This design comes from an exercise in tuning for small area, a short achievable clock period and few clock cycles per item on the open sky130 flow, not from production work. At most, simulation tests tie the RTL to the original design; equivalence was not proved. Power figures rest on the tool's default switching activity, not on a simulated workload.

Design file_transfer_sector_splitter, start of the top module:
module file_transfer_sector_splitter
#(
    parameter int SECTOR_BYTES      = FTSS_SECTOR_BYTES,
    parameter int FILE_SECTOR_LIMIT = FTSS_FILE_SECTOR_LIMIT
) (
    input  logic                aclk,
    input  logic                aresetn,
    input  logic                psel,
    input  logic                penable,
    input  logic                pwrite,
    input  logic [ADDR_W-1:0]   paddr,
    input  logic [31:0]         pwdata,
    output logic [31:0]         prdata,
    output logic                pready,
    input  logic                s_valid,
    output logic                s_ready,
    input  logic                s_req_type,
    input  logic [FILE_W-1:0]   s_file_index,
    input  logic signed [31:0]  s_position,
    input  logic [31:0]         s_transfer_length,
    output logic                m_valid,
    input  logic                m_ready,
    output logic [STATUS_W-1:0] m_status,
    output logic [31:0]         m_physical_sector,
    output logic [OFFSET_W-1:0] m_sector_offset,
    output logic [COUNT_W-1:0]  m_chunk_bytes,
    output logic                m_last
);
For scale: roughly 250 flip-flops, ~210 I/O pins, roughly 0.020 mm2 of cells after synthesis.
export LEC_CHECK = 0
export CAP_MARGIN = 20
export CORE_MARGIN = 2
export CORE_UTILIZATION = 60
export SLEW_MARGIN = 20
create_clock -name core_clock -period 5.5 [get_ports {aclk}]
standard.sh (not shown) runs the stock make flow with config.mk's settings and CLKGATE_MAP_FILE= SYNTH_SCRIPT=/design/flow/synth_recipe.tcl, a recipe that flattens the netlist after the stock synthesis.
==> flow/flow/run.sh <==
#!/bin/bash
# The standard layout (standard.sh), with Yosys's adder-cell mapping turned off so
# that ABC maps the adders and comparators as plain logic. Registers are unchanged.
set -euo pipefail
bash standard.sh ADDER_MAP_FILE= finish > make_finish.log 2>&1
Next try:
ABC_CLOCK_PERIOD_IN_PS = 2500   (was unset)
CORE_UTILIZATION = 40   (was 60)
SETUP_SLACK_MARGIN = 2.0   (was unset)
After rerunning: Setup slack is better by 0.81 ns; fmax grows by 19%; total power grows by 17%; synthesized area does not change; die area grows by 49%; count of clock-buffer cells in the layout grows by 1; worst hold slack is better by 0.0060 ns; design area grows by 16%; cell count grows by 13%; routed wire length grows by 18%.
Function was not checked in any run of this note: the RTL went through the layout flow alone.

* * *

## build 85
Another version of the RTL of file_transfer_sector_splitter (not shown whole).
For scale: about 2100 cells after synthesis, ~210 I/O pins.
// file_transfer_sector_splitter
module file_transfer_sector_splitter
#(
    parameter int SECTOR_BYTES      = FTSS_SECTOR_BYTES,
    parameter int FILE_SECTOR_LIMIT = FTSS_FILE_SECTOR_LIMIT
) (
    input  logic                aclk,
    input  logic                aresetn,
    input  logic                psel,
    input  logic                penable,
    input  logic                pwrite,
    input  logic [ADDR_W-1:0]   paddr,
    input  logic [31:0]         pwdata,
    output logic [31:0]         prdata,
    output logic                pready,
    input  logic                s_valid,
    output logic                s_ready,
    input  logic                s_req_type,
    input  logic [FILE_W-1:0]   s_file_index,
    input  logic signed [31:0]  s_position,
    input  logic [31:0]         s_transfer_length,
    output logic                m_valid,
    input  logic                m_ready,
    output logic [STATUS_W-1:0] m_status,
    output logic [31:0]         m_physical_sector,
    output logic [OFFSET_W-1:0] m_sector_offset,
    output logic [COUNT_W-1:0]  m_chunk_bytes,
    output logic                m_last
);
==> flow/config.mk <==
export PLATFORM = sky130hd
export DESIGN_NAME = file_transfer_sector_splitter
export DESIGN_NICKNAME = file_transfer_sector_splitter
export VERILOG_FILES = /design/flow/design.v
export SDC_FILE = /design/flow/constraint.sdc
export NUM_CORES = 4
export LEC_CHECK = 0
export ABC_CLOCK_PERIOD_IN_PS = 2500
export CAP_MARGIN = 20
export CORE_MARGIN = 2
export CORE_UTILIZATION = 40
export SETUP_SLACK_MARGIN = 2.5
export SLEW_MARGIN = 20
==> flow/constraint.sdc <==
create_clock -name core_clock -period 5.5 [get_ports {aclk}]
set_input_delay 1.1000 -clock core_clock [delete_from_list [all_inputs] [get_ports {aclk}]]
set_output_delay 1.1000 -clock core_clock [all_outputs]
set_load 0.01 [all_outputs]
run.sh (not shown) runs the stock make flow with config.mk's settings and CLKGATE_MAP_FILE= SYNTH_SCRIPT=/design/flow/synth_recipe.tcl, a recipe that flattens the netlist after the stock synthesis.
Stock flow here: none of the scripts above is used.
[build 85] flow finished | final checks: failed | reasons: negative setup slack
Inputs modified between build 85 and build 70:
==> flow/flow/run.sh (new file) <==
#!/bin/bash
# The standard layout (standard.sh), with Yosys's adder-cell mapping turned off so
# that ABC maps the adders and comparators as plain logic. Registers are unchanged.
set -euo pipefail
bash standard.sh ADDER_MAP_FILE= finish > make_finish.log 2>&1
==> flow/standard.sh (new file) <==
#!/bin/bash
# synth_recipe.tcl (not shown) runs the flow's synth.tcl, then flattens the netlist and writes it again
# the make line also repeats each setting of config.mk as NAME=value (left out here)
make -C /OpenROAD-flow-scripts/flow DESIGN_CONFIG=/design/flow/config.mk WORK_HOME=/design/flow/orfs CLKGATE_MAP_FILE= SYNTH_SCRIPT=/design/flow/synth_recipe.tcl "${@:-finish}"
removed: flow/run.sh
## What came out
- Build 70 went all the way through the flow, and no timing, DRC or antenna check failed.
- [compare] base=build 85 new=build 70: synthesized cell area went up; number of cells in the design after placement went up; area after detailed placement did not really move.
- Per the comparison of build 70 with build 85, placed wire-length estimate after detailed placement shows an increase of about 7%; final area went up.
Inputs modified between build 70 and build 30:
==> flow/run.sh (new file) <==
#!/bin/bash
# synth_recipe.tcl (not shown) runs the flow's synth.tcl, then flattens the netlist and writes it again
# the make line also repeats each setting of config.mk as NAME=value (left out here)
make -C /OpenROAD-flow-scripts/flow DESIGN_CONFIG=/design/flow/config.mk WORK_HOME=/design/flow/orfs CLKGATE_MAP_FILE= SYNTH_SCRIPT=/design/flow/synth_recipe.tcl finish
-- flow/config.mk --
<<< build 70, line 8
export ABC_CLOCK_PERIOD_IN_PS = 2500
>>> build 30, line 8
export ABC_CLOCK_PERIOD_IN_PS = 3300
<<< build 70, line 12
export SETUP_SLACK_MARGIN = 2.5
>>> build 30, line 12
export SETUP_SLACK_MARGIN = 2.2
removed: flow/flow/run.sh
removed: flow/standard.sh
Results
| build 30 | all stages done | FAIL | negative setup slack |. NOTE power dissipated in the clock network build 70->build 30 decreased by a little under 10%. The total chip power number comes out higher for build 30 vs build 70. Build 30 leaves less setup margin than build 70. Time the worst path needs with I/O delays and setup (build 30 over build 70): increase, 1.35 ns. | worst-case vdd ir drop | build 30 vs build 70 | worse |. Effective utilization at floorplan in build 30 is 0.37 points below build 70. The final reports for build 30 and build 70 show arithmetic-cell share of the synthesized area counting full adders, half adders and majority gates higher in the former. Compared to build 70, build 30 has simple logic cell fraction of the synthesized area 1.5 points lower.
No functional check of the RTL was part of any run of this note.

* * *

## run A
Another version of the RTL of file_transfer_sector_splitter (not shown whole).
For scale: roughly 210 I/O pins.
export LEC_CHECK = 0
export CAP_MARGIN = 20
export CORE_MARGIN = 2
export CORE_UTILIZATION = 40
export SLEW_MARGIN = 20
create_clock -name core_clock -period 5.5 [get_ports {aclk}]
standard.sh (not shown) runs the stock make flow with config.mk's settings and CLKGATE_MAP_FILE= SYNTH_SCRIPT=/design/flow/synth_recipe.tcl, a recipe that flattens the netlist after the stock synthesis.
==> flow/flow/run.sh <==
#!/bin/bash
# The standard layout (standard.sh, standard synthesis), with the port buffers
# made as sky130_fd_sc_hd__buf_1 cells.
set -euo pipefail
bash standard.sh "BUFFER_PORTS_ARGS=-buffer_cell sky130_fd_sc_hd__buf_1" finish > make_finish.log 2>&1
Run A completed every stage of the flow, and the final layout passed the timing, DRC and antenna checks.
Testbench counts of run A, summed over its fixed seeds: cycles 49,244, requests 12,000.
What run B does differently from run A at the input level:
Settings: changing CORE_UTILIZATION from 40 to 65; setting ABC_AREA to 1 for the first time.
### Flow results
What run A reported for multi-input logic cell count has to be multiplied by 1.16 to get the figure for run B. Count of distinct cell types in the synthesized netlist (run B / run A): 0.69. | area growth from synthesis to final layout | run B vs run A | 3.8 points lower |. Run A → run B: instance area after placement now sits lower, largest net degree at the start of global routing has decreased. In the flow results for run B and run A, the area used by multi-input combinational logic is smaller on run B. Comparing run B and run A, the lower minimum clock period was measured on run B. Cell area shrinks by a few percent when moving from run A to run B. Going from run A to run B, final clock period utilization by the worst path lower, total power higher, routed wire length higher.
Input changes introduced in run C (baseline for comparison: run B):
==> flow/run.sh (new file) <==
#!/bin/bash
# synth_recipe.tcl (not shown) runs the flow's synth.tcl, then flattens the netlist and writes it again
# the make line also repeats each setting of config.mk as NAME=value (left out here)
make -C /OpenROAD-flow-scripts/flow DESIGN_CONFIG=/design/flow/config.mk WORK_HOME=/design/flow/orfs CLKGATE_MAP_FILE= SYNTH_SCRIPT=/design/flow/synth_recipe.tcl finish
removed: flow/flow/run.sh
removed: flow/standard.sh
==> comparison <==
- Re count of antenna diodes in the layout: run C is 1 down on run B.
- Run C -> run B: clock slew seen by the registers of the worst setup and hold paths flat
- When run C is measured against run B, its met2 wire length turns out about 2% higher.
- Run C reports a higher total wire length after detailed routing than run B does.

* * *

Another version of the RTL of file_transfer_sector_splitter (not shown whole).
For scale: about 2700 cells after synthesis, roughly 210 I/O pins.
Settings: LEC_CHECK=0, ABC_AREA=1, CAP_MARGIN=20, CORE_MARGIN=2, CORE_UTILIZATION=55, SETUP_SLACK_MARGIN=1.2, SLEW_MARGIN=20; clock period 5.5 ns.
==> flow/flow/run.sh <==
#!/bin/bash
# The standard layout (standard.sh), with Yosys's adder-cell mapping turned off
# (ABC maps adders and comparators as plain logic) and the port buffers made as
# sky130_fd_sc_hd__buf_1 cells. Registers are those of the standard synthesis.
set -euo pipefail
bash standard.sh ADDER_MAP_FILE= "BUFFER_PORTS_ARGS=-buffer_cell sky130_fd_sc_hd__buf_1" finish > make_finish.log 2>&1
Testbench counts at the start, summed over its fixed seeds: cycles 49,244, requests 12,000.
Change:
CORE_UTILIZATION = 40   (was 55)
SETUP_SLACK_MARGIN = 0.8   (was 1.2)
What happened:
- first-iteration DRC count drops by 27%
- die area climbs by 37%
- setup slack is worse by 260 ps
Change:
SETUP_SLACK_MARGIN = 1.5   (was 0.8)
What happened: The new run passed the timing, DRC and antenna checks. Global-route usage grows by 0.21 points. Register-to-register slack improves by 350 ps. Worst hold slack loses 3.5 ps. Wire length rose by a few percent. Core utilization climbs by 2.5 points.
Change:
SETUP_SLACK_MARGIN = 2.2   (was 1.5)
=>
- routed wire length goes up by 10%
- setup slack is better by 140 ps
- clock power barely changes
- via count goes up by 7.8%
Change:
SETUP_SLACK_MARGIN = default   (was 2.2)
Design area shrinks by 22%.
Worst hold slack gains 12 ps.
Area after synthesis is unchanged.
Count of clock-buffer cells in the layout grows by 1.
Worst setup slack loses 1100 ps.
Synthesized cell count stays the same.

afterwards: timing with drivers on the ports:
Ports are ideal in the flow. The routed layouts listed here were re-timed in OpenROAD. Step 1 (the two cells are an assumption about what drives the block):
set clk [get_ports {aclk}]
set_driving_cell -lib_cell sky130_fd_sc_hd__clkbuf_16 $clk
set_driving_cell -lib_cell sky130_fd_sc_hd__buf_2 [delete_from_list [all_inputs] $clk]
Step 2 also shifts input and output timing later by t, the mid clock arrival at the registers, as if the neighbouring blocks saw the same clock. Three values: no drivers, after step 1, after step 2; two values: the first two.
run | t, ns | slack for setup (ns) | worst data-port slew with drivers (ns)
the first run of note 1 | 0.601 | 0.357 / 0.357 / -0.008 | 0.06
the second run of note 1 | 0.627 | 1.170 / 1.170 / 0.969 | 0.07
build 85 | 0.620 | -0.120 / -0.120 / -0.120 | 0.21
build 70 | 0.627 | 1.276 / 1.276 / 1.276 | 0.12
build 30 | 0.624 | -0.071 / -0.071 / -0.071 | 0.13
run A | 0.506 | 0.218 / 0.218 / 0.012 | 0.07
run B | 0.498 | 0.260 / 0.260 / 0.094 | 0.04
run C | 0.512 | 0.226 / 0.252 / -0.260 | 0.05
the first run of note 4 | 0.497 | 1.355 / 1.355 / 1.147 | 0.08
the second run of note 4 | 0.501 | 1.095 / 1.035 / 0.826 | 0.09
the third run of note 4 | 0.504 | 1.559 / 1.559 / 1.318 | 0.07
the fourth run of note 4 | 0.501 | 1.696 / 1.654 / 1.613 | 0.08
the fifth run of note 4 | 0.498 | 0.626 / 0.626 / 0.626 | 0.08
With both steps, setup timing fails in the first run of note 1 and run C, where it was met with ideal ports. The setup slack of run C, which loses most, moves by +0.026 ns with the drivers and by -0.486 ns with both steps.
